Context: an optimization exercise on an open-source flow, tuned for a short achievable clock period and few clock cycles. The choices shown serve that exercise and are no tape-out recipe.
In this exercise RTL edits were held to simulation tests only and were not proved equivalent to the original.
Power and IR drop assume default switching activity.

**flow/config.mk**
```make
export PLATFORM = sky130hd
export DESIGN_NAME = sha1_hash_engine_unit
export DESIGN_NICKNAME = sha1_hash_engine_unit
export VERILOG_FILES = /design/flow/design.v
export SDC_FILE = /design/flow/constraint.sdc
export NUM_CORES = 4
export LEC_CHECK = 0
export ABC_CLOCK_PERIOD_IN_PS = 2500
export CAP_MARGIN = 20
export CELL_PAD_IN_SITES_DETAIL_PLACEMENT = 1
export CELL_PAD_IN_SITES_GLOBAL_PLACEMENT = 2
export CORE_MARGIN = 2
export CORE_UTILIZATION = 40
export SETUP_SLACK_MARGIN = 3.3
export SLEW_MARGIN = 20
```
**flow/run.sh**
```bash
#!/bin/bash
# synth_recipe.tcl (not shown) runs the flow's synth.tcl, then flattens the netlist and writes it again
# the make line also repeats each setting of config.mk as NAME=value (left out here)
make -C /OpenROAD-flow-scripts/flow DESIGN_CONFIG=/design/flow/config.mk WORK_HOME=/design/flow/orfs CLKGATE_MAP_FILE= SYNTH_SCRIPT=/design/flow/synth_recipe.tcl finish
```
**flow/design.v**
```verilog
`default_nettype none
package sha1_pkg;
    localparam int NumEng = 2;    
    localparam logic [31:0] Iv0 = 32'h67452301;
    localparam logic [31:0] Iv1 = 32'hefcdab89;
    localparam logic [31:0] Iv2 = 32'h98badcfe;
    localparam logic [31:0] Iv3 = 32'h10325476;
    localparam logic [31:0] Iv4 = 32'hc3d2e1f0;
    localparam logic [31:0] K0 = 32'h5a827999;
    localparam logic [31:0] K1 = 32'h6ed9eba1;
    localparam logic [31:0] K2 = 32'h8f1bbcdc;
    localparam logic [31:0] K3 = 32'hca62c1d6;
    localparam logic [7:0] PadByte = 8'h80;
endpackage
`default_nettype wire
`default_nettype none
module sha1_sched (
    input  wire logic         clk,
    input  wire logic         rst_n,
    input  wire logic         push,
    input  wire logic [511:0] push_blk,
    input  wire logic         push_first,
    input  wire logic         push_last,
    input  wire logic         pop,
    output logic              full,
    output logic              nonempty,
    output logic [511:0]      head_blk,
    output logic              head_first,
    output logic              head_last
);
    logic [511:0] blk0, blk1;
    logic         fst0, fst1, lst0, lst1;
    logic [1:0]   cnt;
    always_ff @(posedge clk)
    begin
        if (pop || (push && cnt == 2'd0))
        begin
            if (pop && cnt == 2'd2)
            begin
                blk0 <= blk1;
                fst0 <= fst1;
                lst0 <= lst1;
            end
            else
            begin
                blk0 <= push_blk;
                fst0 <= push_first;
                lst0 <= push_last;
            end
        end
        if (push && cnt == 2'd1 && !pop)
        begin
            blk1 <= push_blk;
            fst1 <= push_first;
            lst1 <= push_last;
        end
    end
    always_ff @(posedge clk or negedge rst_n)
    begin
        if (!rst_n)
            cnt <= 2'd0;
        else
            cnt <= cnt + {1'b0, push} - {1'b0, pop};
    end
    assign full       = cnt[1];
    assign nonempty   = (cnt != 2'd0);
    assign head_blk   = blk0;
    assign head_first = fst0;
    assign head_last  = lst0;
endmodule
`default_nettype wire
`default_nettype none
module sha1_core (
    input  wire logic         clk,
    input  wire logic         rst_n,
    input  wire logic         push,
    input  wire logic [511:0] push_blk,
    input  wire logic         push_first,
    input  wire logic         push_last,
    output logic              q_full,
    output logic              dvalid,
    output logic [159:0]      dig,
    input  wire logic         dtake
);
    localparam logic [2:0] S_IDLE = 3'd0;
    localparam logic [2:0] S_PRE1 = 3'd1;
    localparam logic [2:0] S_PRE2 = 3'd2;
    localparam logic [2:0] S_RND  = 3'd3;
    localparam logic [2:0] S_FOLD = 3'd4;
    logic         q_nonempty, q_pop;
    logic [511:0] q_blk;
    logic         q_first, q_last;
    sha1_sched u_q (
        .clk        (clk),
        .rst_n      (rst_n),
        .push       (push),
        .push_blk   (push_blk),
        .push_first (push_first),
        .push_last  (push_last),
        .pop        (q_pop),
        .full       (q_full),
        .nonempty   (q_nonempty),
        .head_blk   (q_blk),
        .head_first (q_first),
        .head_last  (q_last)
    );
    logic [2:0]  st, st_next;
    logic        s_pre1, s_pre2, s_rnd, s_fold;    
    logic [6:0]  rr, rr_next;        
    logic        pch, pmaj;          
    logic        cur_last;
    logic [31:0] win [0:15];         
    logic [31:0] a, b, c, d, e;
    logic [31:0] ab;                 
    logic [31:0] y, z, kw, kc, fp, fr;
    logic [31:0] h0, h1, h2, h3, h4;
    logic [31:0] t, mix, mix0, px, pw, np, nr, zsrc;
    logic [31:0] ysum_pre, ysum_pre2, ysum_rnd, zsum, kwsum, kwload;
    logic [31:0] n0, n1, n2, n3, n4;
    logic        fold_ok, load;
    sha1_add2 u_t    (.x ({a[26:0], a[31:27]}), .y (z), .s (t));
    sha1_add2 u_z    (.x (zsrc), .y (y), .s (zsum));
    sha1_add2 u_ypre (.x (e), .y (kw), .s (ysum_pre));
    sha1_add2 u_ypr2 (.x (d), .y (kw), .s (ysum_pre2));
    sha1_add2 u_yrnd (.x (c), .y (kw), .s (ysum_rnd));
    sha1_add2 u_kw   (.x (kc), .y (win[0]), .s (kwsum));
    sha1_add2 u_kwld (.x (sha1_pkg::K0), .y (q_blk[511:480]), .s (kwload));
    sha1_add2 u_n0 (.x (h0), .y (a), .s (n0));
    sha1_add2 u_n1 (.x (h1), .y (b), .s (n1));
    sha1_add2 u_n2 (.x (h2), .y (c), .s (n2));
    sha1_add2 u_n3 (.x (h3), .y (d), .s (n3));
    sha1_add2 u_n4 (.x (h4), .y (e), .s (n4));
    always_comb
    begin
        zsrc = (a & fp) | (~a & fr);
        if (s_pre1)
        begin
            px = c;
            pw = d;
        end
        else if (s_pre2)
        begin
            px = {b[1:0], b[31:2]};
            pw = c;
        end
        else
        begin
            px = {a[1:0], a[31:2]};
            pw = {b[1:0], b[31:2]};
        end
        if (pch)
        begin
            np = px;
            nr = pw;
        end
        else if (pmaj)
        begin
            np = px | pw;
            nr = px & pw;
        end
        else
        begin
            np = ~(px ^ pw);
            nr = px ^ pw;
        end
        mix  = win[13] ^ win[8] ^ win[2] ^ win[0];
        mix0 = q_blk[511-32*13 -: 32] ^ q_blk[511-32*8 -: 32] ^ q_blk[511-32*2 -: 32] ^ q_blk[511:480];
    end
    always_comb
    begin
        fold_ok = !cur_last || !dvalid;
        load    = 1'b0;
        st_next = st;
        rr_next = rr;
        case (st)
            S_IDLE:
            begin
                if (q_nonempty) load = 1'b1;
            end
            S_PRE1:
            begin
                st_next = S_PRE2;
                rr_next = rr + 7'd1;
            end
            S_PRE2:
            begin
                st_next = S_RND;
                rr_next = rr + 7'd1;
            end
            S_RND:
            begin
                rr_next = rr + 7'd1;
                if (rr == 7'd81) st_next = S_FOLD;
            end
            default:
            begin
                if (fold_ok)
                begin
                    if (q_nonempty) load = 1'b1;
                    else st_next = S_IDLE;
                end
            end
        endcase
        if (load)
        begin
            st_next = S_PRE1;
            rr_next = 7'd0;
        end
        q_pop = load;
    end
    always_ff @(posedge clk or negedge rst_n)
    begin
        if (!rst_n)
        begin
            st     <= S_IDLE;
            s_pre1 <= 1'b0;
            s_pre2 <= 1'b0;
            s_rnd  <= 1'b0;
            s_fold <= 1'b0;
            rr     <= 7'd0;
            dvalid <= 1'b0;
        end
        else
        begin
            st     <= st_next;
            s_pre1 <= (st_next == S_PRE1);
            s_pre2 <= (st_next == S_PRE2);
            s_rnd  <= (st_next == S_RND);
            s_fold <= (st_next == S_FOLD);
            rr     <= rr_next;
            if (s_fold && fold_ok && cur_last)
                dvalid <= 1'b1;
            else if (dtake)
                dvalid <= 1'b0;
        end
    end
    always_ff @(posedge clk)
    begin
        pch  <= (rr_next < 7'd20);
        pmaj <= (rr_next >= 7'd40) && (rr_next < 7'd60);
        if (rr_next < 7'd19)
            kc <= sha1_pkg::K0;
        else if (rr_next < 7'd39)
            kc <= sha1_pkg::K1;
        else if (rr_next < 7'd59)
            kc <= sha1_pkg::K2;
        else
            kc <= sha1_pkg::K3;
        if (s_fold && fold_ok)
        begin
            h0 <= n0;
            h1 <= n1;
            h2 <= n2;
            h3 <= n3;
            h4 <= n4;
            if (cur_last)
                dig <= {n0, n1, n2, n3, n4};
        end
        if (load)
        begin
            cur_last <= q_last;
            for (int i = 0; i < 15; i++)
                win[i] <= q_blk[511-32*(i+1) -: 32];
            win[15] <= {mix0[30:0], mix0[31]};
            kw <= kwload;
            if (q_first)
            begin
                h0 <= sha1_pkg::Iv0;
                h1 <= sha1_pkg::Iv1;
                h2 <= sha1_pkg::Iv2;
                h3 <= sha1_pkg::Iv3;
                h4 <= sha1_pkg::Iv4;
                ab <= sha1_pkg::Iv0;
                a  <= sha1_pkg::Iv1;
                b  <= sha1_pkg::Iv1;
                c  <= sha1_pkg::Iv2;
                d  <= sha1_pkg::Iv3;
                e  <= sha1_pkg::Iv4;
            end
            else if (s_fold)
            begin
                ab <= n0;
                a <= n1;
                b <= n1;
                c <= n2;
                d <= n3;
                e <= n4;
            end
            else
            begin
                ab <= h0;
                a <= h1;
                b <= h1;
                c <= h2;
                d <= h3;
                e <= h4;
            end
        end
        if (s_pre1 || s_pre2 || s_rnd)
        begin
            kw <= kwsum;
            fp <= np;
            fr <= nr;
            for (int i = 0; i < 15; i++)
                win[i] <= win[i+1];
            win[15] <= {mix[30:0], mix[31]};
        end
        if (s_pre1)
            y <= ysum_pre;
        if (s_pre2)
            y <= ysum_pre2;
        if (s_rnd)
            y <= ysum_rnd;
        if (s_pre2 || s_rnd)
            z <= zsum;
        if (s_pre2)
            a <= ab;
        if (s_rnd)
        begin
            e <= d;
            d <= c;
            c <= {b[1:0], b[31:2]};
            b <= a;
            a <= t;
        end
    end
endmodule
module sha1_add2 (
    input  wire logic [31:0] x,
    input  wire logic [31:0] y,
    output logic [31:0]      s
);
    logic [31:0] g [0:5];
    logic [31:0] p [0:5];
    always_comb
    begin
        g[0] = x & y;
        p[0] = x ^ y;
        for (int l = 1; l <= 5; l++)
        begin
            for (int i = 0; i < 32; i++)
            begin
                if (i >= (1 << (l - 1)))
                begin
                    g[l][i] = g[l-1][i] | (p[l-1][i] & g[l-1][i - (1 << (l - 1))]);
                    p[l][i] = p[l-1][i] & p[l-1][i - (1 << (l - 1))];
                end
                else
                begin
                    g[l][i] = g[l-1][i];
                    p[l][i] = p[l-1][i];
                end
            end
        end
        s = p[0] ^ {g[5][30:0], 1'b0};
    end
endmodule
`default_nettype wire
`default_nettype none
module sha1_hash_engine_unit (
    input  wire logic   clk,
    input  wire logic   rst_n,
    input  wire logic        msg_valid,
    output logic             msg_ready,
    input  wire logic        msg_kind,
    input  wire logic [7:0]  msg_data_byte,
    output logic             digest_valid,
    input  wire logic        digest_ready,
    output logic [31:0]      digest_word,
    output logic [2:0]       digest_word_index,
    output logic             digest_last_word
);
    localparam int NE = sha1_pkg::NumEng;
    logic [8:0] iq0, iq1;
    logic [1:0] iq_cnt, iq_cnt_next;
    logic       iq_push, iq_pop;
    assign iq_push     = msg_valid && msg_ready;
    assign iq_cnt_next = iq_cnt + {1'b0, iq_push} - {1'b0, iq_pop};
    always_ff @(posedge clk)
    begin
        if (iq_pop && iq_cnt == 2'd2)
            iq0 <= iq1;
        else if (iq_push && (iq_cnt == 2'd0 || (iq_pop && iq_cnt == 2'd1)))
            iq0 <= {msg_kind, msg_data_byte};
        if (iq_push && (iq_cnt == 2'd2 || (!iq_pop && iq_cnt == 2'd1)))
            iq1 <= {msg_kind, msg_data_byte};
    end
    always_ff @(posedge clk or negedge rst_n)
    begin
        if (!rst_n)
        begin
            iq_cnt    <= 2'd0;
            msg_ready <= 1'b0;
        end
        else
        begin
            iq_cnt    <= iq_cnt_next;
            msg_ready <= !iq_cnt_next[1];
        end
    end
    logic [7:0]  bbuf [0:63];
    logic [5:0]  fill;
    logic [54:0] blkcnt;
    logic [63:0] lenbits;
    logic        hp, hp_last, hp_len, hp_extra, mfirst;
    logic [6:0]  mlim;
    logic [1:0]  ein;
    logic [511:0] cblk;
    logic        copy_ok, take;
    logic [NE-1:0] e_full, e_push, e_dvalid, e_dtake;
    logic [159:0]  e_dig [0:NE-1];
    always_comb
    begin
        for (int i = 0; i < 64; i++)
            cblk[511-8*i -: 8] = (7'(i) < mlim) ? bbuf[i] : 8'h00;
        if (hp_len)
            cblk[63:0] = lenbits;
        copy_ok = hp && !e_full[ein];
        take    = (iq_cnt != 2'd0) && (!hp || (copy_ok && !hp_extra));
        iq_pop  = take;
        for (int k = 0; k < NE; k++)
            e_push[k] = copy_ok && (ein == 2'(k));
    end
    always_ff @(posedge clk)
    begin
        if (take)
        begin
            bbuf[fill] <= iq0[8] ? sha1_pkg::PadByte : iq0[7:0];
            if (iq0[8])
                lenbits <= {blkcnt, fill, 3'b000};
        end
    end
    always_ff @(posedge clk or negedge rst_n)
    begin
        if (!rst_n)
        begin
            fill     <= '0;
            blkcnt   <= '0;
            hp       <= 1'b0;
            hp_last  <= 1'b0;
            hp_len   <= 1'b0;
            hp_extra <= 1'b0;
            mfirst   <= 1'b1;
            mlim     <= '0;
            ein      <= '0;
        end
        else
        begin
            if (copy_ok)
            begin
                mfirst <= 1'b0;
                if (hp_extra)
                begin
                    hp_extra <= 1'b0;
                    hp_len   <= 1'b1;
                    hp_last  <= 1'b1;
                    mlim     <= '0;
                end
                else
                begin
                    hp <= 1'b0;
                    if (hp_last)
                    begin
                        mfirst <= 1'b1;
                        ein    <= (ein == 2'(NE - 1)) ? 2'd0 : ein + 2'd1;
                    end
                end
            end
            if (take)
            begin
                if (!iq0[8])
                begin
                    fill <= fill + 6'd1;
                    if (fill == 6'd63)
                    begin
                        blkcnt   <= blkcnt + 55'd1;
                        hp       <= 1'b1;
                        hp_last  <= 1'b0;
                        hp_len   <= 1'b0;
                        hp_extra <= 1'b0;
                        mlim     <= 7'd64;
                    end
                end
                else
                begin
                    fill     <= '0;
                    blkcnt   <= '0;
                    hp       <= 1'b1;
                    mlim     <= {1'b0, fill} + 7'd1;
                    hp_last  <= (fill < 6'd56);
                    hp_len   <= (fill < 6'd56);
                    hp_extra <= (fill >= 6'd56);
                end
            end
        end
    end
    for (genvar k = 0; k < NE; k++)
    begin : g_eng
        sha1_core u_core (
            .clk        (clk),
            .rst_n      (rst_n),
            .push       (e_push[k]),
            .push_blk   (cblk),
            .push_first (mfirst),
            .push_last  (hp_last),
            .q_full     (e_full[k]),
            .dvalid     (e_dvalid[k]),
            .dig        (e_dig[k]),
            .dtake      (e_dtake[k])
        );
    end
    logic [1:0]   optr;
    logic [2:0]   oidx;
    logic         oload;
    logic [159:0] odig;
    always_comb
    begin
        odig  = e_dig[0];
        for (int k = 1; k < NE; k++)
            if (optr == 2'(k)) odig = e_dig[k];
        oload = (!digest_valid || digest_ready) && e_dvalid[optr];
        for (int k = 0; k < NE; k++)
            e_dtake[k] = oload && (oidx == 3'd4) && (optr == 2'(k));
    end
    logic [31:0] oword_q;
    logic [2:0]  oindex_q;
    logic        olast_q;
    always_ff @(posedge clk)
    begin
        if (oload)
        begin
            oword_q  <= odig[159 - 32*oidx -: 32];
            oindex_q <= oidx;
            olast_q  <= (oidx == 3'd4);
        end
        digest_word       <= oload ? odig[159 - 32*oidx -: 32] : oword_q;
        digest_word_index <= oload ? oidx : oindex_q;
        digest_last_word  <= oload ? (oidx == 3'd4) : olast_q;
    end
    always_ff @(posedge clk or negedge rst_n)
    begin
        if (!rst_n)
        begin
            digest_valid <= 1'b0;
            optr         <= '0;
            oidx         <= '0;
        end
        else
        begin
            if (!digest_valid || digest_ready)
                digest_valid <= e_dvalid[optr];
            if (oload)
            begin
                if (oidx == 3'd4)
                begin
                    oidx <= '0;
                    optr <= (optr == 2'(NE - 1)) ? 2'd0 : optr + 2'd1;
                end
                else
                begin
                    oidx <= oidx + 3'd1;
                end
            end
        end
    end
endmodule
`default_nettype wire
```
**flow/constraint.sdc**
```tcl
create_clock -name core_clock -period 6.0 [get_ports {clk}]
set_input_delay 1.2000 -clock core_clock [delete_from_list [all_inputs] [get_ports {clk}]]
set_output_delay 1.2000 -clock core_clock [all_outputs]
set_load 0.01 [all_outputs]
```
==> results.py, run 1 <==
metrics = {
    "sta": {
        "skew_ps": 79.3,
        "hold_violations": 0,
        "grt_setup_unrepaired": "true",
        "drv_slew": 0,
        "final.setup.tns_ps": 0,
        "slew_headroom_pct": 17.1,
        "min_period_ps": 3550,
        "clock.fmax_ghz": 0.282,
        "hold_slack_ps": 422,
        "period_share_pct": 59.2,
        "tightest_slew_ps": 1240,
        "setup_viol": 0,
    },
    "power": {
        "peakVddDrop_mv": 0.469,
        "total_power_mw": 201,
        "leakage_nw": 122,
        "power_density_nw_per_um2": 642,
    },
    "hold_path": {
        "hold_start": "g_eng[0].u_core.u_q.lst0",
        "hp-class": "register to register",
        "worstHoldPathCells": 0,
    },
    "clocking": {
        "htreeDepth": 6,
        "cts_buffers": 609,
        "path_clk_slew_ps": 60,
        "clkLatencyLatePin_ps": 1160,
        "ctsLongestPathBuffers": 4,
        "cts_tree": "built",
        "clock_sinks": 5201,
        "clockRootBuffer": "clkbuf_16",
    },
    "routing": {
        "routed_wirelength_um": 1040000,
        "vias": 185000,
        "firstDrtPassIters": 6,
        "ant_nets": 0,
        "wl_per_cell_um": 31.9,
        "drc": 0,
        "viasPerCell": 5.67,
        "first_iter_violations": 17000,
    },
    "die": {
        "rows": 287,
        "die_x_um": 787,
        "fp.dieH_um": 787,
        "coreArea_sq_um": 611000,
        "ios": 51,
        "die-area_sq_um": 619000,
        "start_util_pct": 40.1,
    },
    "place": {
        "portBuffers": 50,
        "place_area_sq_um": 257000,
        "placedCellCount": 29500,
        "hpwl_um": 636000,
        "gp_congestion": 0.899,
    },
    "yosys": {
        "avgSynthCellArea_sq_um": 11.2,
        "synth-edff-count": 4733,
        "synth_warnings": 9,
        "synth_nets": 22800,
        "yosysSeqAreaShare_pct": 62.0,
        "netlist_instances": 22000,
        "yosys_register_bits": 5201,
        "ys.flop_type": "edfxtp_1",
        "synth.distinct_cells": 118,
        "synth_async_sr_flop_share_pct": 2.27,
        "syn-cell-area_sq_um": 245000,
    },
    "final_layout": {
        "nets": 24700,
        "final_area_sq_um": 314000,
        "syn2layout_area_growth_pct": 27.9,
        "drive_gt1_share_pct": 22.1,
        "finalNonFillerCells": 32600,
        "seqCellArea_sq_um": 152000,
        "multi_input_area_sq_um": 100000,
        "final.fill_count": 62500,
    },
    "worst_setup_path": {
        "endpoint": "g_eng[1].u_core.z[28]",
        "worst_ep_required_time_ps": 6820,
        "crit_start": "g_eng[1].u_core.a[0]",
        "worstReg2RegEnd": "g_eng[1].u_core.z[28]",
        "critPathKind": "register to register",
        "reg2reg_slack_ps": 2450,
        "r2r-start": "g_eng[1].u_core.a[0]",
        "cp.arrival_ps": 4370,
        "endpoint_kind": "register",
        "ff2ff_path_depth": 14,
        "cp_max_fo": 4,
        "start_kind": "register",
    },
    "global_routing": {
        "first_global_vias": 182000,
        "grt_pass1_wl_um": 1380000,
        "grt_max_degree": 149,
        "antenna_found_initial": 82,
        "grt_use_total_pct": 30.7,
        "overflow": 0,
    },
    "run_status": {
        "status": "no timing/DRC/antenna violations",
    },
    "job": {
        "cap_viol_max_count": 0,
    },
}
==> worst min-delay path by stage <==
stage	endpoint	slack [ps]
2_1_floorplan	g_eng[0].u_core.cur_last	400
3_3_place_gp	g_eng[0].u_core.cur_last	400
3_5_place_dp	g_eng[0].u_core.cur_last	410
4_1_cts	g_eng[0].u_core.cur_last	420
5_1_grt	g_eng[0].u_core.cur_last	430
6_report	g_eng[0].u_core.cur_last	420
==> cell usage after synthesis (63+ instances only) <==
library cell / count / share of area [%]
o21a_1: 91 / 0.28
nor3_1: 133 / 0.27
inv_1: 1012 / 1.5
mux2_2: 85 / 0.39
dfrtp_1: 117 / 1.2
edfxtp_1: 4733 / 58
xnor2_1: 721 / 2.6
ha_1: 821 / 4.2
o21ai_0: 1595 / 3.3
a211oi_1: 194 / 0.59
xor2_1: 342 / 1.2
o21bai_1: 93 / 0.28
mux2i_1: 343 / 1.4
a21o_1: 354 / 1.1
a21oi_1: 1355 / 2.8
mux4_2: 64 / 0.59
nand4_1: 75 / 0.19
dfxtp_1: 350 / 2.9
buf_1: 91 / 0.14
a31oi_1: 92 / 0.23
a22oi_1: 90 / 0.28
and3_1: 101 / 0.26
clkbuf_1: 847 / 1.3
nand3_1: 249 / 0.51
nand2_1: 5452 / 8.3
nor2_1: 1116 / 1.7
o211ai_1: 113 / 0.35
nand2b_1: 95 / 0.24
or3_1: 63 / 0.16
nor2b_1: 176 / 0.45
o31ai_1: 79 / 0.24
==> registers in the layout, summed over array words and instances, names as in the netlist, 64 cells and up <==
name and cells:
g_eng.u_core.u_q.blk0 1024, g_eng.u_core.u_q.blk1 1024, g_eng.u_core.win 1024, bbuf 512
g_eng.u_core.dig 320, g_eng.u_core.a 64, g_eng.u_core.ab 64, g_eng.u_core.b 64
g_eng.u_core.c 64, g_eng.u_core.d 64, g_eng.u_core.e 64, g_eng.u_core.fp 64
g_eng.u_core.fr 64, g_eng.u_core.h0 64, g_eng.u_core.h1 64, g_eng.u_core.h2 64
g_eng.u_core.h3 64, g_eng.u_core.h4 64, g_eng.u_core.kw 64, g_eng.u_core.y 64
g_eng.u_core.z 64
==> cells by family (layout without fill, tap and decap cells) <==
logic type,Yosys count,in the layout,synth area share [%]
fa+ha+maj,843,843,4.37
xor+xnor,1064,1064,3.81
compound gates,4648,4649,11.4
buf+inv,2024,4419,3.14
mux,493,493,2.38
flops,5201,5201,62.0
other cells,0,115,0
simple gates,7699,7713,12.9
==> metrics by stage <==
stage          utilization (%)  setup slack, ps
2_1_floorplan                -           -12180
3_3_place_gp              42.0             1540
3_5_place_dp              42.1             1610
4_1_cts                   48.8             2490
5_1_grt                   51.3             2330
6_report                  51.3             2450
==> where the power goes <==
group	switching [mW]	internal (mW)
logic	59.1	42.9
registers	7.98	55.0
clock network	15.9	20.4
total	83.1	118
==> cell usage in the layout (no fill, tap or decap), drive strengths merged, types with 134 or more instances in the layout <==
cell	netlist	routed
buf	151	2116
nor2b	176	176
o21ai	1659	1659
clkinv	8	214
inv	1016	1045
nand3	250	252
edfxtp	4733	4733
a21oi	1359	1359
a21o	354	355
nand2	5452	5456
nor2	1117	1118
a211oi	195	195
ha	821	821
clkbuf	849	968
dfxtp	350	350
xor2	342	342
xnor2	721	721
mux2i	343	343
nor3	134	134
==> cell type report <==
cell class,count,share of cell area [%]
tap,8092,3.23
clock buffer,824,5.24
multi-input combinational,14800,31.9
sequential,5201,48.5
inverter,1024,1.29
antenna,115,0.0918
timing repair inverter,6,0.0180
clock inverter,279,0.800
timing repair buffer,2286,8.87
==> metal layers <==
metal	track usage (%)	share of wire [%]	vias to the layer above
met1	40.4	41	95500
met5	0	0.0026	-
met3	2.89	5.4	1420
met2	52.2	48	5602
li1	-	-	82200
met4	13.0	5.3	4
==> timing repair <==
item                                     CTS  global route
hold endpoints to repair                   3             0
setup buffers                           1064           531
cloned                                    69           201
hold buffers                               1             0
endpoints found under the setup margin  8209          3472
resized for setup                       2663          1513
pin swaps                                981           896
==> worst max-delay path, stage by stage, from the launching register on <==
cell	delay (ps)
edfxtp_1	480
mux2_4	350
ha_4	160
inv_2	50
fa_2	200
nor2b_2	50
o21ai_2	150
a21boi_2	110
o31ai_4	350
a2111oi_4	140
a211o_1	340
o211a_4	290
or2_4	280
o311ai_4	220
a2111oi_2	100
Testbench counts, summed over its fixed seeds: cycles 28,332.
==> inputs of run 2 (changes only) <==
--- a/flow/design.v
+++ b/flow/design.v
@@ -1,6 +1,6 @@
 `default_nettype none
 package sha1_pkg;
-    localparam int NumEng = 2;    
+    localparam int NumEng = 3;    
     localparam logic [31:0] Iv0 = 32'h67452301;
     localparam logic [31:0] Iv1 = 32'hefcdab89;
     localparam logic [31:0] Iv2 = 32'h98badcfe;
@@ -126,13 +126,13 @@
     sha1_add2 u_kw   (.x (kc), .y (win[0]), .s (kwsum));
     sha1_add2 u_kwld (.x (sha1_pkg::K0), .y (q_blk[511:480]), .s (kwload));
     sha1_add2 u_n0 (.x (h0), .y (a), .s (n0));
-    sha1_add2 u_n1 (.x (h1), .y (b), .s (n1));
-    sha1_add2 u_n2 (.x (h2), .y (c), .s (n2));
-    sha1_add2 u_n3 (.x (h3), .y (d), .s (n3));
-    sha1_add2 u_n4 (.x (h4), .y (e), .s (n4));
+    logic [31:0] m1, m2, m3, m4;
+    sha1_add2 u_n1 (.x (h1), .y (a), .s (m1));
+    sha1_add2 u_n2 (.x (h2), .y ({b[1:0], b[31:2]}), .s (m2));
+    sha1_add2 u_n3 (.x (h3), .y (c), .s (m3));
+    sha1_add2 u_n4 (.x (h4), .y (d), .s (m4));
     always_comb
     begin
-        zsrc = (a & fp) | (~a & fr);
         if (s_pre1)
         begin
             px = c;
@@ -163,6 +163,7 @@
             np = ~(px ^ pw);
             nr = px ^ pw;
         end
+        zsrc = (a & fp) | (~a & fr);
         mix  = win[13] ^ win[8] ^ win[2] ^ win[0];
         mix0 = q_blk[511-32*13 -: 32] ^ q_blk[511-32*8 -: 32] ^ q_blk[511-32*2 -: 32] ^ q_blk[511:480];
     end
@@ -259,10 +260,6 @@
         if (load)
         begin
             cur_last <= q_last;
-            for (int i = 0; i < 15; i++)
-                win[i] <= q_blk[511-32*(i+1) -: 32];
-            win[15] <= {mix0[30:0], mix0[31]};
-            kw <= kwload;
             if (q_first)
             begin
                 h0 <= sha1_pkg::Iv0;
@@ -296,23 +293,36 @@
                 e <= h4;
             end
         end
-        if (s_pre1 || s_pre2 || s_rnd)
+        if (load)
+        begin
+            for (int i = 0; i < 15; i++)
+                win[i] <= q_blk[511-32*(i+1) -: 32];
+            win[15] <= {mix0[30:0], mix0[31]};
+            kw <= kwload;
+        end
+        else
         begin
-            kw <= kwsum;
-            fp <= np;
-            fr <= nr;
             for (int i = 0; i < 15; i++)
                 win[i] <= win[i+1];
             win[15] <= {mix[30:0], mix[31]};
+            kw <= kwsum;
+        end
+        fp <= np;
+        fr <= nr;
+        if (!s_fold)
+        begin
+            n1 <= m1;
+            n2 <= m2;
+            n3 <= m3;
+            n4 <= m4;
         end
         if (s_pre1)
             y <= ysum_pre;
-        if (s_pre2)
+        else if (s_pre2)
             y <= ysum_pre2;
-        if (s_rnd)
+        else
             y <= ysum_rnd;
-        if (s_pre2 || s_rnd)
-            z <= zsum;
+        z <= zsum;
         if (s_pre2)
             a <= ab;
         if (s_rnd)
@@ -325,6 +335,36 @@
         end
     end
 endmodule
+module sha1_add2gp (
+    input  wire logic [31:0] g0,
+    input  wire logic [31:0] p0,
+    output logic [31:0]      s
+);
+    logic [31:0] g [0:5];
+    logic [31:0] p [0:5];
+    always_comb
+    begin
+        g[0] = g0;
+        p[0] = p0;
+        for (int l = 1; l <= 5; l++)
+        begin
+            for (int i = 0; i < 32; i++)
+            begin
+                if (i >= (1 << (l - 1)))
+                begin
+                    g[l][i] = g[l-1][i] | (p[l-1][i] & g[l-1][i - (1 << (l - 1))]);
+                    p[l][i] = p[l-1][i] & p[l-1][i - (1 << (l - 1))];
+                end
+                else
+                begin
+                    g[l][i] = g[l-1][i];
+                    p[l][i] = p[l-1][i];
+                end
+            end
+        end
+        s = p0 ^ {g[5][30:0], 1'b0};
+    end
+endmodule
 module sha1_add2 (
     input  wire logic [31:0] x,
     input  wire logic [31:0] y,
==> run 2 against run 1 <==
Non-clock buffer count up 158. Die area up 40%. Worst hold slack worse by 55 ps. Synthesized area grew 40%. Via count is 41% higher. Core utilization fell by 1.3 points. Routed wire length up 45%. Synthesized cell count is 47% higher. Combinational power up 21%. Critical endpoint is now g_eng[2].u_core.n1[28]. Largest power group unchanged.
==> results.py, run 2 <==
metrics = {
    "run_status": {
        "status": "no timing/DRC/antenna violations",
    },
    "sta": {
        "hold_slack_ps": 367,
        "clock.fmax_ghz": 0.257,
        "setup_ws_ps": 2110,
        "period_share_pct": 64.8,
        "grt_setup_unrepaired": "true",
        "final.setup.tns_ps": 0,
        "hold_violations": 0,
        "skew_ps": 135,
        "drv_slew": 0,
        "min_period_ps": 3890,
        "slew_headroom_pct": 14.6,
        "tightest_slew_ps": 1280,
        "setup_viol": 0,
    },
    "die": {
        "coreArea_sq_um": 856000,
        "fp.dieH_um": 931,
        "start_util_pct": 40.1,
        "die_x_um": 931,
        "ios": 51,
        "die-area_sq_um": 866000,
        "rows": 340,
    },
    "worst_setup_path": {
        "start_kind": "register",
        "cp_max_fo": 3,
        "crit_path_frequent_cell": "o31a_1",
        "worst_ep_required_time_ps": 6920,
        "slowest_delay_ps": 570,
        "cp_slowest_cell": "o211ai_1",
        "path_cells": "buf_6, ha_4, inv_2, fa_2, nor2b_4, o2111ai_2, nand2_2, o211ai_1, o21ai_2, o31a_1, o31a_1, o41ai_4, buf_4, o21bai_1, a21oi_1, xnor2_1",
        "critPathKind": "register to register",
        "cp.arrival_ps": 4800,
        "endpoint_kind": "register",
    },
    "final_layout": {
        "seqCellArea_sq_um": 209000,
        "utilization_pct": 50.1,
        "reg_top3": "g_eng.u_core.u_q.blk0 x1536, g_eng.u_core.u_q.blk1 x1536, g_eng.u_core.win x1536",
        "final.fill_count": 89100,
        "multi_input_area_sq_um": 142000,
        "syn2layout_area_growth_pct": 24.8,
        "mostFrequentLayoutCells": "8,127 x nand2_1, 5,154 x edfxtp_1, 2,447 x dfxtp_1",
        "finalNonFillerCells": 46400,
        "nets": 35400,
        "drive_gt1_share_pct": 18.7,
        "final_common_cell": "nand2_1",
        "final_area_sq_um": 429000,
    },
    "global_routing": {
        "antenna_found_initial": 129,
        "grt_pass1_wl_um": 2040000,
        "grt_use_total_pct": 33.0,
        "overflow": 0,
        "first_global_vias": 259000,
        "grt_max_degree": 139,
    },
    "clocking": {
        "path_clk_slew_ps": 60,
        "cts_tree": "built",
        "clockRootBuffer": "clkbuf_16",
        "clkLatencyLatePin_ps": 1260,
        "ctsLongestPathBuffers": 4,
        "cts_buffers": 862,
        "clock_sinks": 7830,
        "htreeDepth": 6,
    },
    "yosys": {
        "synth_warnings": 9,
        "synth_top_family_by_area": "simple AND/OR/NAND/NOR gates",
        "synth_nets": 33500,
        "netlist_instances": 32200,
        "yosys.area.top_type_share_pct": 45.1,
        "syn-cell-area_sq_um": 344000,
        "synth_compound_area_share_pct": 11.1,
        "synth-edff-count": 5154,
        "synth_common_cells": "8,276 x nand2_1, 5,154 x edfxtp_1, 2,541 x dfxtp_1",
        "synth_xor_area_share_pct": 4.17,
        "ys.flop_type": "edfxtp_1",
        "synth_most_common_cell": "nand2_1",
        "synthAdderAreaFrac_pct": 4.66,
        "avgSynthCellArea_sq_um": 10.7,
        "synthMuxAreaShare_pct": 2.67,
        "yosys_register_bits": 7830,
        "synth.area.top_cells": "edfxtp_1 45%, dfxtp_1 15%, nand2_1 9.0%",
        "yosys.area_share.simple_pct": 13.7,
        "yosysSeqAreaShare_pct": 60.8,
        "yosysTopAreaCell": "edfxtp_1",
        "synth_async_sr_flop_share_pct": 1.72,
        "synth.distinct_cells": 108,
    },
    "place": {
        "place_area_sq_um": 360000,
        "hpwl_um": 933000,
        "portBuffers": 50,
        "placedCellCount": 42800,
        "gp_congestion": 0.889,
        "post-place-ws_ps": 1150,
    },
    "power": {
        "peakVddDrop_mv": 0.369,
        "total_power_mw": 271,
        "leakage_nw": 169,
        "power_density_nw_per_um2": 631,
    },
    "routing": {
        "drc": 0,
        "wl_per_cell_um": 32.5,
        "firstDrtPassIters": 6,
        "viasPerCell": 5.61,
        "vias": 260000,
        "routed_wirelength_um": 1510000,
        "first_iter_violations": 24900,
        "ant_nets": 0,
    },
    "job": {
        "cap_viol_max_count": 0,
    },
    "hold_path": {
        "hp-class": "register to register",
    },
}
==> run 2: final cells by class <==
class,count,share of cell area [%]
Antenna cell,43,0.0251
Clock buffer,1256,5.73
Clock inverter,390,1.12
Inverter,1159,1.05
Multi-Input combinational cell,21800,33.0
Sequential cell,7830,48.8
Tap cell,11500,3.34
Timing Repair Buffer,2444,6.86
Timing Repair inverter,8,0.0225
==> run 2: final timing paths <==
kind	slack, ps	cells after the start	startpoint	endpoint
max	2110	16	g_eng[2].u_core.a[0]	g_eng[2].u_core.n1[28]
min	370	2	g_eng[0].u_core.win[15][11]	g_eng[0].u_core.win[14][11]
max reg2reg	2110	16	g_eng[2].u_core.a[0]	g_eng[2].u_core.n1[28]
min reg2reg	370	2	g_eng[0].u_core.win[15][11]	g_eng[0].u_core.win[14][11]
max in group asynchronous	4010	3	rst_n	oidx[0]
min in group asynchronous	380	2	rst_n	iq_cnt[1]
==> run 2: metal layers <==
| metal | track usage (%) | share of wire (%) |
|---|---|---|
| met1 | 44.7 | 43 |
| met2 | 53.5 | 46 |
| met3 | 3.74 | 5.7 |
| met4 | 14.6 | 5.5 |
| met5 | 0 | 0.014 |
==> run 2: timing repair <==
| action | 4_1_cts | 5_1_grt |
|---|---|---|
| hold buffers | 1 | 0 |
| cloned | 126 | 88 |
| setup endpoints to repair | 10200 | 4025 |
| setup buffers | 1094 | 570 |
| endpoints found under the hold margin | 20 | 0 |
| gates resized for setup | 3232 | 1582 |
| pin swaps | 1231 | 1077 |
==> run 2: cells by family (layout without fill, tap and decap cells) <==
logic type | count (synthesis) | count (layout)
fa+ha+maj | 1260 | 1260
mux | 889 | 889
flops | 7830 | 7830
xor+xnor | 1635 | 1635
buf+inv | 2611 | 5257
other cells | 0 | 43
simple gates | 11500 | 11500
compound gates | 6521 | 6522
==> run 2: report_power, final <==
group          total (mW)  switching (mW)  leakage, nW  internal, mW
sequential           92.4            15.2         71.9          77.2
combinational         123            71.4         82.6          51.5
clock                55.2            23.7         14.3          31.5
==> run 2: worst max-delay path, delay by kind of cell (launching register included) <==
family | cells | cell delay (ps)
adder cells (fa/ha/maj) | 2 | 400
flip-flops | 1 | 440
XOR/XNOR | 1 | 90
AO/OA/AOI/OAI | 8 | 2110
buffers and inverters | 3 | 400
AND/OR/NAND/NOR | 2 | 160
Testbench counts of run 2, summed over its fixed seeds: cycles 26,570.
==> inputs of run 3 (changes only) <==
--- a/flow/design.v
+++ b/flow/design.v
@@ -1,6 +1,6 @@
 `default_nettype none
 package sha1_pkg;
-    localparam int NumEng = 3;    
+    localparam int NumEng = 2;    
     localparam logic [31:0] Iv0 = 32'h67452301;
     localparam logic [31:0] Iv1 = 32'hefcdab89;
     localparam logic [31:0] Iv2 = 32'h98badcfe;
==> run 3 against run 2 <==
Sequential share of layout area up 1.2 points. Synthesized cell count shrank 31%. Clock skew down 42 ps. Critical path type unchanged. Largest cell class unchanged.
==> results.py, run 3 <==
metrics = {
    "routing": {
        "viasPerCell": 5.49,
        "wl_per_cell_um": 30.0,
        "ant_nets": 0,
        "routed_wirelength_um": 951000,
        "first_iter_violations": 13400,
        "drc": 0,
        "vias": 174000,
        "firstDrtPassIters": 5,
    },
    "power": {
        "power.share.sequential_pct": 35.6,
        "power_frac_comb_pct": 42.8,
        "power_density_nw_per_um2": 615,
        "internal_power_mw": 109,
        "p_sw_share_pct": 39.4,
        "peakVddDrop_mv": 0.344,
        "p_switching_mw": 70.9,
        "total_power_mw": 180,
        "clkPwrFrac_pct": 21.6,
        "leakage_nw": 116,
    },
    "final_layout": {
        "final.fill_count": 62200,
        "seqCellArea_sq_um": 146000,
        "mostFrequentLayoutCells": "5,546 x nand2_1, 3,645 x edfxtp_1, 1,649 x dfxtp_1",
        "syn2layout_area_growth_pct": 22.7,
        "reg_top3": "g_eng.u_core.u_q.blk0 x1024, g_eng.u_core.u_q.blk1 x1024, g_eng.u_core.win x1024",
        "drive_gt1_share_pct": 17.1,
        "final_area_sq_um": 293000,
        "nets": 24100,
        "final_common_cell": "nand2_1",
        "multi_input_area_sq_um": 94800,
    },
    "place": {
        "hpwl_um": 598000,
        "gp_congestion": 0.878,
        "place_area_sq_um": 249000,
        "portBuffers": 50,
        "post-place-ws_ps": 1440,
    },
    "global_routing": {
        "first_global_vias": 175000,
        "overflow": 0,
        "grt_pass1_wl_um": 1310000,
        "antenna_found_initial": 72,
        "grt_use_total_pct": 30.2,
        "grt_max_degree": 159,
    },
    "sta": {
        "slew_headroom_pct": 21.9,
        "grt_setup_unrepaired": "true",
        "final.setup.tns_ps": 0,
        "skew_ps": 92.9,
        "setup_ws_ps": 2440,
        "drv_slew": 0,
        "min_period_ps": 3560,
        "tightest_slew_ps": 1170,
        "setup_viol": 0,
        "hold_violations": 0,
        "period_share_pct": 59.4,
        "clock.fmax_ghz": 0.281,
    },
    "worst_setup_path": {
        "cp_max_fo": 3,
        "worst_ep_required_time_ps": 6930,
        "start_kind": "register",
        "r2r-start": "g_eng[0].u_core.a[0]",
        "slowest_delay_ps": 460,
        "critPathKind": "register to register",
        "endpoint_kind": "register",
        "crit_start": "g_eng[0].u_core.a[0]",
        "cp_slowest_cell": "edfxtp_1",
        "crit_path_frequent_cell": "a21oi_2",
        "cp.arrival_ps": 4490,
        "path_cells": "ha_4, fa_2, a211oi_4, o21ai_2, a21oi_2, o31ai_4, a2111o_1, a311oi_4, buf_6, o21ai_4, and3_4, or3_4, a21oi_2",
    },
    "yosys": {
        "synth-edff-count": 3645,
        "yosysTopAreaCell": "edfxtp_1",
        "avgSynthCellArea_sq_um": 10.8,
        "yosys_register_bits": 5457,
        "syn-cell-area_sq_um": 239000,
        "yosys.area.top_type_share_pct": 45.8,
        "synth_warnings": 9,
        "netlist_instances": 22100,
        "synth.distinct_cells": 110,
        "synth_nets": 22900,
        "yosysSeqAreaShare_pct": 61.3,
        "synth_common_cells": "5,616 x nand2_1, 3,645 x edfxtp_1, 1,694 x dfxtp_1",
        "synth_async_sr_flop_share_pct": 2.16,
        "synth_most_common_cell": "nand2_1",
        "synth.area.top_cells": "edfxtp_1 46%, dfxtp_1 14%, nand2_1 8.8%",
        "ys.flop_type": "edfxtp_1",
    },
    "clocking": {
        "cts_buffers": 629,
        "ctsLongestPathBuffers": 4,
        "htreeDepth": 6,
        "clockRootBuffer": "clkbuf_16",
        "cts_tree": "built",
        "clock_sinks": 5457,
        "path_clk_slew_ps": 60,
        "clkLatencyLatePin_ps": 1150,
    },
    "die": {
        "ios": 51,
        "die_x_um": 777,
        "die-area_sq_um": 603000,
        "rows": 283,
        "start_util_pct": 40.2,
        "fp.dieH_um": 777,
        "coreArea_sq_um": 594000,
    },
    "hold_path": {
        "hp-class": "input pin to asynchronous set/reset pin",
    },
    "run_status": {
        "status": "no timing/DRC/antenna violations",
    },
    "job": {
        "cap_viol_max_count": 0,
    },
}
-- run 3: cell count changes after synthesis, moves of 137 or more --
cell | before | now
xor2_1 | 496 | 318
xnor2_1 | 1139 | 743
nor2_1 | 1397 | 994
dfxtp_1 | 2541 | 1694
inv_1 | 1154 | 923
o21ai_0 | 2469 | 1625
a21oi_1 | 2095 | 1279
mux2i_1 | 677 | 477
clkbuf_1 | 1307 | 848
ha_1 | 1227 | 821
a21o_1 | 456 | 289
edfxtp_1 | 5154 | 3645
nand2_1 | 8276 | 5616
nor2b_1 | 400 | 263
-- run 3: path summary, 6_finish.rpt --
check / end / slack, ps / cells after the start
min in group core_clock: g_eng[1].u_core.win[9][0] / 370 / 2
max in group asynchronous: g_eng[1].u_core.s_rnd / 4490 / 2
setup reg to reg: g_eng[0].u_core.ab[28] / 2440 / 13
hold / removal: mlim[4] / 230 / 1
setup / recovery: g_eng[0].u_core.ab[28] / 2440 / 13
hold reg to reg: g_eng[1].u_core.win[9][0] / 370 / 2
-- run 3: what timing repair did --
action	4_1_cts	5_1_grt
setup endpoints to repair	6673	2840
gates cloned	89	41
buffers inserted	744	268
hold buffers	0	0
gates resized for setup	2002	669
pin swaps	757	526
-- run 3: cell type report --
type	count	area share, %
sequential	5457	50.0
multi-input combinational	14800	32.4
clock buffer	938	6.24
timing repair buffer	1450	5.83
tap	7837	3.35
inverter	926	1.23
clock inverter	242	0.892
antenna	93	0.0794
timing repair inverter	7	0.0214
-- run 3: layer usage --
metal	share of wire, %	up-vias	wire, um	GRT usage [%]
li1	-	79400	-	-
met1	43	89400	405000	39.6
met2	49	4026	461000	51.4
met3	4.4	1180	41400	3.10
met4	4.5	22	42500	11.9
met5	0.017	-	166	0
-- run 3: worst max-delay path: cells and delay by family (launching register included) --
family                   cells  cell delay, ps
AO/OA/AOI/OAI                8            1660
adder cells (fa/ha/maj)      2             570
AND/OR/NAND/NOR              2             510
flip-flops                   1             460
buffers and inverters        1             190
-- run 3: power by group through the flow --
| stage | Sequential [mW] | Clock (mW) | Combinational, mW |
|---|---|---|---|
| 2_1_floorplan | 59.0 | 0 | 41.1 |
| 3_3_place_gp | 65.1 | 0 | 57.8 |
| 3_5_place_dp | 65.1 | 0 | 58.5 |
| 4_1_cts | 64.1 | 39.6 | 71.8 |
| 5_1_grt | 64.7 | 41.1 | 83.8 |
| 6_report | 64.1 | 39.0 | 77.1 |
-- run 3: cells by family after synthesis --
| family | synth area share [%] |
|---|---|
| AND/OR/NAND/NOR | 13.7 |
| flip-flops | 61.3 |
| AO/OA/AOI/OAI | 10.5 |
| buffers and inverters | 2.96 |
| XOR/XNOR | 3.89 |
| adder cells (fa/ha/maj) | 4.49 |
| multiplexers | 3.20 |
-- run 3: metrics by stage --
stage	std cells	utilization (%)	hold slack [ps]
after global routing	31700	49.3	253
final	31700	49.3	231
after floorplan	22100	-	399
after global placement	29300	41.9	403
after detailed placement	29300	41.9	407
after CTS	31300	48.2	188
Testbench counts of run 3, summed over its fixed seeds: cycles 28,332.
==> inputs of run 4 (changes only) <==
--- a/flow/design.v
+++ b/flow/design.v
@@ -111,7 +111,6 @@
     logic        cur_last;
     logic [31:0] win [0:15];         
     logic [31:0] a, b, c, d, e;
-    logic [31:0] ab;                 
     logic [31:0] y, z, kw, kc, fp, fr;
     logic [31:0] h0, h1, h2, h3, h4;
     logic [31:0] t, mix, mix0, px, pw, np, nr, zsrc;
@@ -267,7 +266,6 @@
                 h2 <= sha1_pkg::Iv2;
                 h3 <= sha1_pkg::Iv3;
                 h4 <= sha1_pkg::Iv4;
-                ab <= sha1_pkg::Iv0;
                 a  <= sha1_pkg::Iv1;
                 b  <= sha1_pkg::Iv1;
                 c  <= sha1_pkg::Iv2;
@@ -276,7 +274,6 @@
             end
             else if (s_fold)
             begin
-                ab <= n0;
                 a <= n1;
                 b <= n1;
                 c <= n2;
@@ -285,7 +282,6 @@
             end
             else
             begin
-                ab <= h0;
                 a <= h1;
                 b <= h1;
                 c <= h2;
@@ -324,7 +320,7 @@
             y <= ysum_rnd;
         z <= zsum;
         if (s_pre2)
-            a <= ab;
+            a <= h0;
         if (s_rnd)
         begin
             e <= d;
==> run 4 against run 3 <==
Still clean on timing, DRC and antenna. Count of clock-buffer cells in the layout decreased by 17. Clock power decreased by 1%. Sequential power decreased by 1%. Clock skew decreased by 0.98 ps. Worst hold slack improved by 170 ps. Sequential share of layout area increased by 0.74 points. Total power decreased by 2.6%. Routed wire length decreased by 4.0%. Synthesized area decreased by 1.6%. Cell area decreased by 2.7%. Critical path type unchanged.
==> results.py, run 4 <==
metrics = {
    "clocking": {
        "clkLatencyLatePin_ps": 1150,
        "cts_tree": "built",
        "clock_sinks": 5393,
        "path_clk_slew_ps": 60,
        "cts_buffers": 619,
        "ctsLongestPathBuffers": 4,
        "clockRootBuffer": "clkbuf_16",
        "htreeDepth": 6,
    },
    "global_routing": {
        "met1_usage_pct": 38.0,
        "overflow": 0,
        "grtUsageMet2_pct": 51.7,
        "grt-busiest-layer": "met2",
        "grt_use_total_pct": 29.5,
        "antenna_found_initial": 65,
        "grt_max_degree": 153,
        "grt_pass1_wl_um": 1270000,
        "gr-usage-met3_pct": 2.74,
        "first_global_vias": 170000,
    },
    "sta": {
        "skew_ps": 91.9,
        "clock.fmax_ghz": 0.279,
        "setup_viol": 0,
        "hold_violations": 0,
        "drv_slew": 0,
        "min_period_ps": 3590,
        "period_share_pct": 59.8,
        "final.setup.tns_ps": 0,
        "tightest_slew_ps": 1250,
        "grt_setup_unrepaired": "true",
        "slew_headroom_pct": 17.0,
        "hold_slack_ps": 398,
    },
    "worst_setup_path": {
        "path_cells": "mux2_4, ha_4, inv_2, fa_2, nor2b_1, o21a_1, o21ai_2, a311o_1, nand4_1, a31oi_4, o21ai_4, a311o_1, a221oi_4, o211ai_1, xor2_1",
        "cp.arrival_ps": 4540,
        "reg2reg_slack_ps": 2410,
        "endpoint_kind": "register",
        "r2r-start": "g_eng[0].u_core.a[0]",
        "critPathKind": "register to register",
        "ff2ff_path_depth": 15,
        "cp_slowest_cell": "edfxtp_1",
        "crit_buf_inv": 1,
        "worst_ep_required_time_ps": 6950,
        "worstReg2RegEnd": "g_eng[0].u_core.z[30]",
        "start_kind": "register",
        "slowest_delay_ps": 430,
        "crit_path_frequent_cell": "a311o_1",
        "path_delay_family": "compound AO/OA/AOI/OAI gates",
        "cp_max_fo": 3,
    },
    "run_status": {
        "status": "no timing/DRC/antenna violations",
    },
    "power": {
        "internal_power_mw": 107,
        "p_switching_mw": 68.4,
        "power_density_nw_per_um2": 616,
        "leakage_nw": 113,
        "peakVddDrop_mv": 0.336,
        "clkPwrFrac_pct": 21.9,
        "power_frac_comb_pct": 42.1,
        "power.share.sequential_pct": 36.0,
        "p_sw_share_pct": 39.0,
    },
    "place": {
        "place_area_sq_um": 245000,
        "placedCellCount": 28800,
        "hpwl_um": 585000,
        "portBuffers": 50,
        "gp_congestion": 0.851,
    },
    "routing": {
        "wl_per_cell_um": 29.5,
        "routed_wirelength_um": 913000,
        "first_iter_violations": 12100,
        "drc": 0,
        "firstDrtPassIters": 5,
        "ant_nets": 0,
        "vias": 168000,
        "viasPerCell": 5.44,
    },
    "yosys": {
        "yosysSeqAreaShare_pct": 61.5,
        "netlist_instances": 21600,
        "synth.area.top_cells": "edfxtp_1 46%, dfxtp_1 14%, nand2_1 8.8%",
        "synth_nets": 22400,
        "syn-cell-area_sq_um": 235000,
        "ys.flop_type": "edfxtp_1",
        "synth_async_sr_flop_share_pct": 2.19,
        "yosys_register_bits": 5393,
        "yosys.area.top_type_share_pct": 45.8,
        "avgSynthCellArea_sq_um": 10.9,
        "synth.distinct_cells": 112,
        "synth_common_cells": "5,524 x nand2_1, 3,581 x edfxtp_1, 1,694 x dfxtp_1",
        "synth_most_common_cell": "nand2_1",
        "yosysTopAreaCell": "edfxtp_1",
        "synth-edff-count": 3581,
        "synth_warnings": 9,
    },
    "hold_path": {
        "hp-class": "register to register",
        "worstHoldPathCells": 2,
        "hold-path-endpoint": "g_eng[0].u_core.win[9][17]",
        "hold_start": "g_eng[0].u_core.win[10][17]",
    },
    "die": {
        "fp.dieH_um": 770,
        "start_util_pct": 40.1,
        "die-area_sq_um": 593000,
        "coreArea_sq_um": 585000,
        "rows": 281,
        "die_x_um": 770,
        "ios": 51,
    },
    "final_layout": {
        "finalNonFillerCells": 30900,
        "final.fill_count": 61200,
        "mostFrequentLayoutCells": "5,452 x nand2_1, 3,581 x edfxtp_1, 1,635 x dfxtp_1",
        "syn2layout_area_growth_pct": 21.3,
        "reg_top3": "g_eng.u_core.u_q.blk0 x1024, g_eng.u_core.u_q.blk1 x1024, g_eng.u_core.win x1024",
        "multi_input_area_sq_um": 91900,
        "final_common_cell": "nand2_1",
        "drive_gt1_share_pct": 16.3,
        "seqCellArea_sq_um": 145000,
        "final_area_sq_um": 285000,
        "nets": 23400,
    },
    "job": {
        "cap_viol_max_count": 0,
    },
}
## run 4: cell types whose count changed after synthesis, sizes merged, moves of 37 or more
cell	previous run	this run
o21ai	1654	1595
xnor2	743	780
nor2	994	950
nand2	5616	5524
a21o	289	375
a2bb2oi	6	93
nor2b	263	172
edfxtp	3645	3581
a21oi	1281	1181
## run 4: layout make-up
type	count	share of cell area [%]
diodes	50	0.0439
clock buffers	921	6.28
clock inverters	239	0.963
inverters	891	1.21
multi-input cells	14400	32.2
flip-flops and latches	5393	50.8
well taps	7782	3.42
repair buffers	1274	5.07
repair inverters	6	0.0184
## run 4: logic make-up (layout without fill, tap and decap cells)
group | after synthesis | in the layout | synth area share (%)
flip-flops | 5393 | 5393 | 61.5
buffers and inverters | 1829 | 3331 | 2.93
other | 0 | 50 | 0
XOR/XNOR | 1104 | 1104 | 4.12
AND/OR/NAND/NOR | 7586 | 7599 | 13.2
AO/OA/AOI/OAI | 4206 | 4207 | 10.8
multiplexers | 629 | 629 | 2.98
adder cells (fa/ha/maj) | 843 | 843 | 4.56
## run 4: repair_timing
| action | CTS | global route |
|---|---|---|
| pin swaps | 666 | 556 |
| cloned | 60 | 39 |
| gates resized for setup | 1588 | 649 |
| endpoints found under the setup margin | 6599 | 3021 |
| endpoints found under the hold margin | 6 | 0 |
| setup buffers | 586 | 283 |
| hold buffers | 1 | 0 |
## run 4: power groups by stage
stage | clock network, mW | logic [mW] | registers, mW
finish | 38.5 | 73.9 | 63.2
global route | 40.5 | 80.3 | 63.9
CTS | 39.2 | 68.6 | 63.2
detailed placement | 0 | 57.5 | 64.2
global placement | 0 | 57.0 | 64.1
floorplan | 0 | 40.5 | 58.6
## run 4: worst max-delay path by stage
stage,startpoint,to,slack (ps),depth (start not counted)
final,g_eng[0].u_core.a[0],g_eng[0].u_core.z[30],2410,15
after global routing,g_eng[0].u_core.a[0],g_eng[0].u_core.a[24],2300,17
after CTS,g_eng[0].u_core.a[0],g_eng[0].u_core.z[30],2350,15
after detailed placement,g_eng[1].u_core.a[0],g_eng[1].u_core.n1[30],1760,14
after global placement,g_eng[1].u_core.a[0],g_eng[1].u_core.n1[30],1750,14
after floorplan,ein[0],g_eng[0].u_core.u_q.blk1[0],-11670,4
## run 4: layer usage
metal	wire (um)	vias to the layer above
met5	59	-
met1	386000	86400
met3	35700	1118
met4	37700	8
li1	-	77300
met2	453000	3532
## run 4: tightest hold or removal path, delay by kind of cell, from the launching register on
family           cells  cell delay (ps)
DFF                  1              300
and+or+nand+nor      2              100
## run 4: per-stage QoR
| step | worst slack (ps) | util (%) | power [mW] |
|---|---|---|---|
| floorplan | -11670 | - | 99.1 |
| global placement | 1750 | 41.9 | 121 |
| detailed placement | 1760 | 41.9 | 122 |
| CTS | 2350 | 47.6 | 171 |
| global route | 2300 | 48.7 | 185 |
| finish | 2410 | 48.7 | 176 |
Testbench counts of run 4, summed over its fixed seeds: cycles 28,332.
==> inputs of run 5 (changes only) <==
--- a/flow/design.v
+++ b/flow/design.v
@@ -111,14 +111,19 @@
     logic        cur_last;
     logic [31:0] win [0:15];         
     logic [31:0] a, b, c, d, e;
+    logic [31:0] ab;                 
     logic [31:0] y, z, kw, kc, fp, fr;
     logic [31:0] h0, h1, h2, h3, h4;
-    logic [31:0] t, mix, mix0, px, pw, np, nr, zsrc;
+    logic [31:0] t, mix, mix0, px, pw, np, nr;
     logic [31:0] ysum_pre, ysum_pre2, ysum_rnd, zsum, kwsum, kwload;
     logic [31:0] n0, n1, n2, n3, n4;
     logic        fold_ok, load;
     sha1_add2 u_t    (.x ({a[26:0], a[31:27]}), .y (z), .s (t));
-    sha1_add2 u_z    (.x (zsrc), .y (y), .s (zsum));
+    sha1_add2gp u_z  (
+        .g0 ((a & fp & y) | (~a & fr & y)),
+        .p0 ((a & (fp ^ y)) | (~a & (fr ^ y))),
+        .s  (zsum)
+    );
     sha1_add2 u_ypre (.x (e), .y (kw), .s (ysum_pre));
     sha1_add2 u_ypr2 (.x (d), .y (kw), .s (ysum_pre2));
     sha1_add2 u_yrnd (.x (c), .y (kw), .s (ysum_rnd));
@@ -162,7 +167,6 @@
             np = ~(px ^ pw);
             nr = px ^ pw;
         end
-        zsrc = (a & fp) | (~a & fr);
         mix  = win[13] ^ win[8] ^ win[2] ^ win[0];
         mix0 = q_blk[511-32*13 -: 32] ^ q_blk[511-32*8 -: 32] ^ q_blk[511-32*2 -: 32] ^ q_blk[511:480];
     end
@@ -266,6 +270,7 @@
                 h2 <= sha1_pkg::Iv2;
                 h3 <= sha1_pkg::Iv3;
                 h4 <= sha1_pkg::Iv4;
+                ab <= sha1_pkg::Iv0;
                 a  <= sha1_pkg::Iv1;
                 b  <= sha1_pkg::Iv1;
                 c  <= sha1_pkg::Iv2;
@@ -274,6 +279,7 @@
             end
             else if (s_fold)
             begin
+                ab <= n0;
                 a <= n1;
                 b <= n1;
                 c <= n2;
@@ -282,6 +288,7 @@
             end
             else
             begin
+                ab <= h0;
                 a <= h1;
                 b <= h1;
                 c <= h2;
@@ -320,7 +327,7 @@
             y <= ysum_rnd;
         z <= zsum;
         if (s_pre2)
-            a <= h0;
+            a <= ab;
         if (s_rnd)
         begin
             e <= d;
==> run 5 against run 4 <==
Synthesized area grew 1.4%. Largest cell class unchanged. Final cell count grew 2.3%. Cell area grew 2.5%. Count of clock-buffer cells in the layout shrank 16. Worst hold slack lost 20 ps. Register-to-register slack lost 160 ps. Clock skew grew 1.9 ps. Total power grew 2.9%. Via count grew 3.7%. First-iteration DRC count grew 7.6%. Critical endpoint is now g_eng[0].u_core.n3[4].
==> results.py, run 5 <==
metrics = {
    "die": {
        "rows": 283,
        "start_util_pct": 40.1,
        "die_x_um": 776,
        "die-area_sq_um": 602000,
        "coreArea_sq_um": 593000,
        "ios": 51,
        "fp.dieH_um": 776,
    },
    "sta": {
        "skew_ps": 93.8,
        "hold_violations": 0,
        "period_share_pct": 62.5,
        "final.setup.tns_ps": 0,
        "min_period_ps": 3750,
        "clock.fmax_ghz": 0.267,
        "tightest_slew_ps": 1250,
        "setup_viol": 0,
        "slew_headroom_pct": 16.8,
        "drv_slew": 0,
        "grt_setup_unrepaired": "true",
    },
    "yosys": {
        "ys.flop_type": "edfxtp_1",
        "synth_async_sr_flop_share_pct": 2.16,
        "yosys_register_bits": 5457,
        "synth.distinct_cells": 110,
        "syn-cell-area_sq_um": 238000,
        "yosys.area.top_type_share_pct": 46.0,
        "synth.area.top_cells": "edfxtp_1 46%, dfxtp_1 14%, nand2_1 8.8%",
        "avgSynthCellArea_sq_um": 10.8,
        "synth_most_common_cell": "nand2_1",
        "yosysTopAreaCell": "edfxtp_1",
        "netlist_instances": 22000,
        "yosysSeqAreaShare_pct": 61.4,
        "synth_common_cells": "5,592 x nand2_1, 3,645 x edfxtp_1, 1,694 x dfxtp_1",
        "synth-edff-count": 3645,
        "synth_warnings": 12,
        "synth_nets": 22800,
    },
    "place": {
        "placedCellCount": 29200,
        "gp_congestion": 0.870,
        "hpwl_um": 616000,
        "portBuffers": 50,
    },
    "power": {
        "leakage_nw": 116,
        "internal_power_mw": 108,
        "power.share.sequential_pct": 35.7,
        "clkPwrFrac_pct": 21.5,
        "power_frac_comb_pct": 42.8,
        "peakVddDrop_mv": 0.369,
        "p_sw_share_pct": 40.0,
        "power_density_nw_per_um2": 618,
        "p_switching_mw": 72.3,
    },
    "routing": {
        "vias": 174000,
        "wl_per_cell_um": 30.9,
        "first_iter_violations": 13000,
        "firstDrtPassIters": 5,
        "drc": 0,
        "ant_nets": 0,
        "viasPerCell": 5.51,
        "routed_wirelength_um": 978000,
    },
    "global_routing": {
        "grt_use_total_pct": 30.9,
        "antenna_found_initial": 70,
        "grt_pass1_wl_um": 1340000,
        "first_global_vias": 176000,
        "overflow": 0,
        "grt_max_degree": 130,
    },
    "final_layout": {
        "finalNonFillerCells": 31600,
        "final_common_cell": "nand2_1",
        "reg_top3": "g_eng.u_core.u_q.blk0 x1024, g_eng.u_core.u_q.blk1 x1024, g_eng.u_core.win x1024",
        "mostFrequentLayoutCells": "5,501 x nand2_1, 3,645 x edfxtp_1, 1,651 x dfxtp_1",
        "drive_gt1_share_pct": 17.6,
        "nets": 24000,
        "syn2layout_area_growth_pct": 22.7,
    },
    "worst_setup_path": {
        "ff2ff_path_depth": 26,
        "cp.arrival_ps": 4690,
        "cp_max_fo": 2,
        "endpoint": "g_eng[0].u_core.n3[4]",
        "critPathKind": "register to register",
        "worst_ep_required_time_ps": 6940,
        "worstReg2RegEnd": "g_eng[0].u_core.n3[4]",
        "r2r-start": "g_eng[0].u_core.c[0]",
        "endpoint_kind": "register",
        "start_kind": "register",
        "crit_start": "g_eng[0].u_core.c[0]",
        "reg2reg_slack_ps": 2250,
    },
    "clocking": {
        "path_clk_slew_ps": 60,
        "clkLatencyLatePin_ps": 1150,
        "htreeDepth": 6,
        "clockRootBuffer": "clkbuf_16",
        "cts_tree": "built",
        "ctsLongestPathBuffers": 4,
        "clock_sinks": 5457,
        "cts_buffers": 624,
    },
    "run_status": {
        "status": "no timing/DRC/antenna violations",
    },
    "job": {
        "cap_viol_max_count": 0,
    },
    "hold_path": {
        "hp-class": "register to register",
    },
}
-- run 5: power groups by stage --
| stage | sequential [mW] | combinational (mW) | clock, mW |
|---|---|---|---|
| floorplan | 59.1 | 39.8 | 0 |
| global placement | 65.8 | 57.6 | 0 |
| detailed placement | 65.8 | 58.2 | 0 |
| CTS | 64.5 | 71.3 | 39.4 |
| finish | 64.5 | 77.4 | 38.8 |
| global route | 65.0 | 83.5 | 40.9 |
-- run 5: logic make-up (layout without fill, tap and decap cells) --
group,Yosys count,count (layout),synth area share (%)
mux,657,657,3.17
simple gates,7787,7803,13.4
compound gates,4216,4220,10.5
fa+ha+maj,831,831,4.38
buf+inv,1893,3683,2.99
xor+xnor,1125,1125,4.14
other cells,0,34,0
flops,5457,5457,61.4
-- run 5: worst min path at each step --
stage	end	start	cells after the start
3_5_place_dp	g_eng[1].u_core.win[8][17]	g_eng[1].u_core.win[9][17]	2
2_1_floorplan	g_eng[0].u_core.win[0][0]	g_eng[0].u_core.win[1][0]	2
6_report	g_eng[0].u_core.win[9][27]	g_eng[0].u_core.win[10][27]	2
3_3_place_gp	g_eng[1].u_core.win[9][3]	g_eng[1].u_core.win[10][3]	2
5_1_grt	g_eng[0].u_core.win[8][25]	g_eng[0].u_core.u_q.blk0[217]	2
4_1_cts	g_eng[1].u_core.win[9][27]	g_eng[1].u_core.win[10][27]	2
-- run 5: worst max-delay path: stages, from the launching register on --
cell and delay [ps]:
edfxtp_1 390, buf_4 130, buf_6 90, buf_6 90, ha_4 120, inv_2 40
fa_2 380, nor2b_2 130, o21ai_2 70, buf_4 140, buf_4 130, buf_4 130
buf_4 120, buf_4 120, buf_4 120, buf_4 120, buf_4 120, buf_4 120
buf_4 120, buf_4 120, buf_4 120, buf_4 120, buf_4 120, buf_4 120
nand2_1 100, nor2_1 60, nor2_1 120
-- run 5: cell type report --
cell class                 instances  area, sq um
timing repair buffer            1562        17500
tap                             7837         9810
fill                           62200       301000
antenna                           34         85.1
multi-input combinational      14600        93800
inverter                         944         3660
sequential                      5457       146000
timing repair inverter             7         61.3
clock buffer                     905        17800
clock inverter                   265         3010
-- run 5: what timing repair did --
action                                   CTS  global route
hold buffers                               1             0
endpoints found under the setup margin  6536          2999
pin swaps                                833           618
hold endpoints to repair                   5             0
gates resized for setup                 1868           789
buffers inserted                         829           262
gates cloned                              78            36
-- run 5: layer usage --
layer	vias to the layer above	global-route usage (%)	wire (um)	part of all wire [%]
met3	1316	3.46	47000	4.8
met2	4392	52.7	474000	48
met5	-	0.0474	161	0.016
li1	79100	-	-	-
met4	18	11.6	42900	4.4
met1	89700	40.7	414000	42
-- run 5: per-stage QoR --
stage | instance area (sq um) | total power [mW] | utilization, % | setup slack, ps | hold WS [ps]
6_report | 292000 | 181 | 49.2 | 2250 | 378
4_1_cts | 286000 | 175 | 48.1 | 2340 | 380
2_1_floorplan | 238000 | 98.9 | - | -11670 | 399
5_1_grt | 292000 | 189 | 49.2 | 2130 | 414
3_3_place_gp | 249000 | 123 | 42.0 | 1170 | 403
3_5_place_dp | 249000 | 124 | 42.0 | 1100 | 409
Testbench counts of run 5, summed over its fixed seeds: cycles 28,332.

-- separate check: timing with driven ports --
The flow's constraints put no driver on any port. The routed layouts listed below were extracted and timed again, unchanged, in two steps.
Step 1, drivers: a clkbuf_16 drives clk and a buf_2 each remaining input, both assumed.
Step 2 moves the port delays by t, midway between the first and last clock arrival at a register: inputs arrive t later, outputs are due t later. That takes back most of the time a late clock gives input paths.
a / b / c = ideal ports / drivers / drivers and shift; a / b = the first two.
run | shift t [ns] | setup WS [ns] | clock arrival spread, ns | slew at the worst register clock pin (ns) | cell pins on the clock port's net
run 1 | 1.267 | 2.449 / 2.449 / 2.449 | 0.093 / 0.092 | 0.07 / 0.07 | 1
run 2 | 1.354 | 2.114 / 2.114 / 2.114 | 0.135 / 0.135 | 0.07 / 0.07 | 1
run 3 | 1.256 | 2.437 / 2.437 / 2.437 | 0.093 / 0.094 | 0.07 / 0.07 | 1
run 4 | 1.234 | 2.413 / 2.413 / 2.413 | 0.099 / 0.098 | 0.07 / 0.07 | 1
run 5 | 1.238 | 2.251 / 2.251 / 2.251 | 0.094 / 0.094 | 0.07 / 0.07 | 1
After both steps setup and hold are still met in every run listed.
